Source: an optimization exercise on an open RTL-to-GDS flow (aim: small area). Production flows keep margins and buffers that such runs may drop. In this exercise RTL edits were held to simulation tests only and were not proved equivalent to the original. Power figures rest on the tool's default switching activity, not on a simulated workload.

**design/flow/constraint.sdc**
```tcl
create_clock -name core_clock -period 7.0 [get_ports {clk}]
set_input_delay 1.4000 -clock core_clock [delete_from_list [all_inputs] [get_ports {clk}]]
set_output_delay 1.4000 -clock core_clock [all_outputs]
set_load 0.01 [all_outputs]
```
**design/flow/config.mk**
```make
export PLATFORM = sky130hd
export DESIGN_NAME = regfile_mp_sb
export DESIGN_NICKNAME = regfile_mp_sb
export VERILOG_FILES = /design/flow/design.v
export SDC_FILE = /design/flow/constraint.sdc
export NUM_CORES = 8
export LEC_CHECK = 0
export CAP_MARGIN = 20
export CORE_MARGIN = 2
export CORE_UTILIZATION = 40
export SLEW_MARGIN = 20
```
**design/flow/run.sh**
```bash
#!/bin/bash
# synth_recipe.tcl (not shown) runs the flow's synth.tcl, then flattens the netlist and writes it again
# the make line also repeats each setting of config.mk as NAME=value (left out here)
make -C /OpenROAD-flow-scripts/flow DESIGN_CONFIG=/design/flow/config.mk WORK_HOME=/design/flow/orfs CLKGATE_MAP_FILE= SYNTH_SCRIPT=/design/flow/synth_recipe.tcl finish
```
**design/flow/design.v**
```verilog
package rf_pkg;
    localparam int unsigned RF_XLEN   = 32;
    localparam int unsigned RF_NREGS  = 32;
    localparam int unsigned RF_PCNT_W = 2;
    localparam int unsigned AW        = $clog2(RF_NREGS);
    localparam int unsigned RF_MAX_WR = 8;
    typedef logic [AW-1:0]        rf_addr_t;
    typedef logic [RF_XLEN-1:0]   rf_data_t;
    typedef logic [RF_PCNT_W-1:0] pcnt_t;
    function automatic int unsigned popcount(input logic [RF_MAX_WR-1:0] v);
        popcount = 0;
        for (int i = 0; i < int'(RF_MAX_WR); i++) begin
            popcount = popcount + int'(v[i]);
        end
    endfunction
endpackage
module rf_pend_ctr #(
    parameter int unsigned PCNT_W = 2,
    parameter int unsigned DEC_W  = 2
) (
    input  logic              clk,
    input  logic              aresetn,
    input  logic              inc,
    input  logic [DEC_W-1:0]  dec,
    output logic [PCNT_W-1:0] cnt,
    output logic              sat,
    output logic              underflow
);
    logic [PCNT_W-1:0] cnt_q, cnt_d;
    int                sum;
    always_comb begin
        sum       = int'(cnt_q) + int'(inc) - int'(dec);
        underflow = 1'b0;
        cnt_d     = '0;
        if (sum < 0) begin
            underflow = 1'b1;
        end else begin
            cnt_d = sum[PCNT_W-1:0];
        end
    end
    always_ff @(posedge clk or negedge aresetn) begin
        if (!aresetn) begin
            cnt_q <= '0;
        end else begin
            cnt_q <= cnt_d;
        end
    end
    assign cnt = cnt_q;
    assign sat = (cnt_q == '1);
endmodule
module regfile_mp_sb #(
    parameter int unsigned XLEN   = rf_pkg::RF_XLEN,
    parameter int unsigned NREGS  = rf_pkg::RF_NREGS,
    parameter int unsigned NRD    = 2,
    parameter int unsigned NWR    = 2,
    parameter int unsigned PCNT_W = rf_pkg::RF_PCNT_W,
    localparam int unsigned ADDR_W = $clog2(NREGS),
    localparam int unsigned DEC_W  = $clog2(NWR + 1)
) (
    input  logic                   clk,
    input  logic                   aresetn,
    input  logic [NRD*ADDR_W-1:0]  rd_addr,
    output logic [NRD*XLEN-1:0]    rd_data,
    output logic [NRD-1:0]         rd_busy,
    input  logic                   rsv_en,
    input  logic [ADDR_W-1:0]      rsv_addr,
    output logic                   rsv_ready,
    input  logic [NWR-1:0]         wr_en,
    input  logic [NWR*ADDR_W-1:0]  wr_addr,
    input  logic [NWR*XLEN-1:0]    wr_data,
    output logic                   sb_err
);
    logic [XLEN-1:0]   regs_q [NREGS];
    logic [PCNT_W-1:0] pcnt   [NREGS];
    logic [DEC_W-1:0]  dec_cnt [NREGS];
    logic [NREGS-1:0]  sat;
    logic [NREGS-1:0]  uf;
    logic              rsv_fire;
    logic              sb_err_q;
    assign pcnt[0]    = '0;
    assign dec_cnt[0] = '0;
    assign sat[0]     = 1'b0;
    assign uf[0]      = 1'b0;
    assign rsv_ready = ~sat[rsv_addr];
    assign rsv_fire  = rsv_en & rsv_ready;
    for (genvar r = 1; r < int'(NREGS); r++) begin : g_ctr
        logic [NWR-1:0] hit;
        always_comb begin
            hit = '0;
            for (int j = 0; j < int'(NWR); j++) begin
                hit[j] = wr_en[j] && (wr_addr[j*ADDR_W +: ADDR_W] == ADDR_W'(r));
            end
        end
        assign dec_cnt[r] = DEC_W'(rf_pkg::popcount(rf_pkg::RF_MAX_WR'(hit)));
        rf_pend_ctr #(
            .PCNT_W (PCNT_W),
            .DEC_W  (DEC_W)
        ) u_ctr (
            .clk       (clk),
            .aresetn   (aresetn),
            .inc       (rsv_fire && (rsv_addr == ADDR_W'(r))),
            .dec       (dec_cnt[r]),
            .cnt       (pcnt[r]),
            .sat       (sat[r]),
            .underflow (uf[r])
        );
    end
    always_ff @(posedge clk or negedge aresetn) begin
        if (!aresetn) begin
            for (int r = 0; r < int'(NREGS); r++) begin
                regs_q[r] <= '0;
            end
        end else begin
            for (int j = 0; j < int'(NWR); j++) begin
                if (wr_en[j] && (wr_addr[j*ADDR_W +: ADDR_W] != '0)) begin
                    regs_q[wr_addr[j*ADDR_W +: ADDR_W]] <= wr_data[j*XLEN +: XLEN];
                end
            end
        end
    end
    always_ff @(posedge clk or negedge aresetn) begin
        if (!aresetn) begin
            sb_err_q <= 1'b0;
        end else if (|uf) begin
            sb_err_q <= 1'b1;
        end
    end
    assign sb_err = sb_err_q;
    always_comb begin
        logic [ADDR_W-1:0] a;
        rd_data = '0;
        rd_busy = '0;
        for (int i = 0; i < int'(NRD); i++) begin
            a = rd_addr[i*ADDR_W +: ADDR_W];
            rd_data[i*XLEN +: XLEN] = regs_q[a];
            rd_busy[i]              = (pcnt[a] != '0);
        end
    end
endmodule
```
==> summary.txt <==
-- flip-flops by register name (all words and copies together) (netlist names) --
signal             cells
g_ctr.u_ctr.cnt_q     62
regs_q              1024
sb_err_q               1
-- layout make-up --
| type | instances | area share |
|---|---|---|
| clock inverter | 57 | 0.0111 |
| sequential | 1087 | 0.360 |
| clock buffer | 179 | 0.0503 |
| tap | 2175 | 0.0360 |
| antenna | 51 | 0.00169 |
| multi-input combinational | 5464 | 0.473 |
| timing repair buffer | 561 | 0.0667 |
| inverter | 25 | 0.00124 |
-- worst max-delay path, stage by stage --
cell and delay, ps:
buf_2 280, buf_4 630, and2_1 990, buf_4 430, a32oi_1 160, nand4_1 140
a211oi_1 80, a21oi_1 640, clkdlybuf4s50_1 670
-- worst max path at each step --
stage | from | slack (ps) | endpoint | cells after the start
CTS | rd_addr[6] | 470 | rd_data[33] | 10
global placement | rd_addr[6] | 460 | rd_data[33] | 10
detailed placement | rd_addr[6] | 480 | rd_data[33] | 10
global route | rd_addr[6] | 340 | rd_data[33] | 10
floorplan | rd_addr[1] | 2680 | rd_data[9] | 9
finish | rd_addr[9] | 140 | rd_data[36] | 9
-- cells by family after synthesis --
logic type | Yosys count | synth area share
fa+ha+maj | 93 | 0.0212
compound gates | 2301 | 0.224
buf+inv | 845 | 0.0585
flops | 1087 | 0.413
simple gates | 2166 | 0.145
mux | 904 | 0.139
-- synthesized netlist by cell type (all sizes together), types with 4 or more instances --
cell type	instances	share of area
o211ai	13	0.0015
nor4	37	0.0035
mux2	22	0.0038
buf	329	0.029
fa	31	0.0094
or3	9	0.00093
nor2	1004	0.060
a21oi	834	0.063
dfrtp	1087	0.41
a221oi	20	0.0027
inv	25	0.0014
nand3b	14	0.0017
nor3	97	0.0078
nand2	629	0.036
a2111oi	15	0.0020
mux2i	877	0.13
and4	10	0.0013
o2bb2ai	5	0.00066
a2bb2oi	5	0.00066
ha	62	0.012
nor3b	11	0.0013
o21ai	324	0.025
o221ai	4	0.00053
and3	26	0.0025
nor2b	66	0.0063
a31oi	21	0.0020
a22oi	792	0.090
a222oi	32	0.0049
o2111ai	5	0.00066
and2	12	0.0011
mux4	5	0.0017
a32oi	155	0.021
or3b	6	0.00087
clkbuf	491	0.028
nand2b	13	0.0013
or2	6	0.00061
nand4	117	0.011
o32a	10	0.0015
o22ai	5	0.00047
nand3	103	0.0078
a211oi	6	0.00068
a22o	34	0.0045
-- power groups by stage --
stage	logic (mW)	clock network [mW]	registers, mW
detailed placement	4.23	0	10.2
floorplan	2.78	0	9.05
CTS	4.24	7.55	10.2
global placement	4.10	0	10.3
finish	4.38	7.59	10.4
global route	4.70	7.81	10.4
-- metal layers --
layer | vias to the layer above | share of wire
met4 | 52 | 0.094
met3 | 2466 | 0.17
met1 | 34827 | 0.35
li1 | 26861 | -
met2 | 7745 | 0.38
met5 | - | 0.00095
==> summary.txt <==
Post-synth ARST share=1.00; Worst Hold Launch=regs_q[0][15]; Post-DP HPWL=282 mm; Logic pwr share=0.196; die area=168,000 sq um; Final nets=7,460; GRT Util Overall=0.512; achievable frequency=146 MHz; Hold-fix buffers, CTS=0; CTS Buf Count=134; Final Power=22.4 mW; Syn Nets=7,583; Seq/Total Area, Yosys=0.413; switching power=8.13 mW; internal cell power=14.3 mW; fillers=15,555; final WL=445 mm; vias=71,951; Setup CP Type=in -> out; Die H=410 um; core area=163,000 sq um; first-pass GRT wire length=585 mm; flop2flop setup slack=2970 ps; post-CTS setup buffer count=0; initial core utilization=0.404; IO Port Bufs=161; multi-input logic area=35,700 sq um; DP Worst Slack=484 ps; area of the mapped netlist=65,900 sq um; Worst Skew=48.4 ps; initial antenna violation count=60; met3 usage=0.271; unrepaired setup endpoints after global routing=false; fin crit period=6860 ps; IO Count=162; vias per inst=7.50; Yosys reg bits=1,087; CTS tree=yes; Worst Hold Margin=406 ps; Worst R2R Start=g_ctr[3].u_ctr.cnt_q[0]; Final Instance Area=75,500 sq um; sw frac=0.363; Critical Path RT=5600 ps; Worst-Margin Slew=1320 ps; placed insts=9,311; most frequent cells in the layout=dfrtp_1 (1,087), nor2_1 (922), mux2i_1 (877); Reg power frac=0.465; hold path cells=0; WL/cell=46.4 um; # rows=148; Avg Cell Area, Syn=8.91 sq um; utilization after layout=0.463; CP Capture Type=output pin; dpl cell area=70,700 sq um; Final Non-Filler Cells=9,599; r2r worst-path depth=12; total grt overflow=0; Post-synth top flop=dfrtp_1; 1st-iter DRT viols=15,199; ANT nets after route=0; global routing met2 resource utilization=0.670; layout cells sized above 1=0.113; Post-CTS Resized=0; crit path max fanout=36; status=no timing/DRC/antenna violations; final worst slack=139 ps; Yosys warning total=8; Max Cap Viol=0; DR DRC count=0; Final period util=0.980; Pre-Repair DR Iteration Count=10; vias in the first global route=64,294; Synth cell types=80; worst r2r dst=sb_err_q; leakage=34.7 nW; clock slew at reported path FFs=70 ps; Pwr Density=297 nW/um^2; relative slew slack=0.120; Final setup viols=0; clk root buf=clkbuf_16; Peak VDD IR=0.287 mV; Final Hold Fails=0; clk buf depth=3; Die Wd=410 um; commonest non-fill, non-tap cell in the layout=dfrtp_1; met1 Use GR=0.628; Setup TNS=0 ps; clock power share=0.339; grt peak-use layer=met2; Startpoint Class=primary input; fin. max-slew vios=0; gpl congestion=1.10; number of synthesized flops with an enable pin=0; P&R area growth vs syn=14.5%; Seq. cell area=27,200 sq um; clock latency at the later pin of the worst-skew pair=840 ps; largest net degree at the start of global routing=151; Hold EP=regs_q[0][15]; Tightest Hold Check Type=reg -> reg; # H-tree levels=4; CP Data Arrival Time=5460 ps; Cells after Synth=7,396; total clock sinks=1,087

[port drivers added, routing unchanged]
Ports are ideal in the flow. The routed layout listed here was re-timed in OpenROAD.
Step 1, drivers: a clkbuf_16 drives clk and a buf_2 each remaining input, both assumed.
Step 2, shift: input delay + t, output delay - t, t = (earliest + latest rising clock arrival at the registers) / 2. This alone moves slack from input paths to output paths.
Three values: ideal ports, drivers, drivers and shift; two values: the first two.
t (ns): 0.909
setup slack, ns: 0.139 / 0.008 / 0.008
worst slew at a driven data input, ns: 0.17
After both steps setup and hold are still met in this run. The setup slack of this run moves by -0.131 ns with the drivers and by -0.131 ns with both steps.
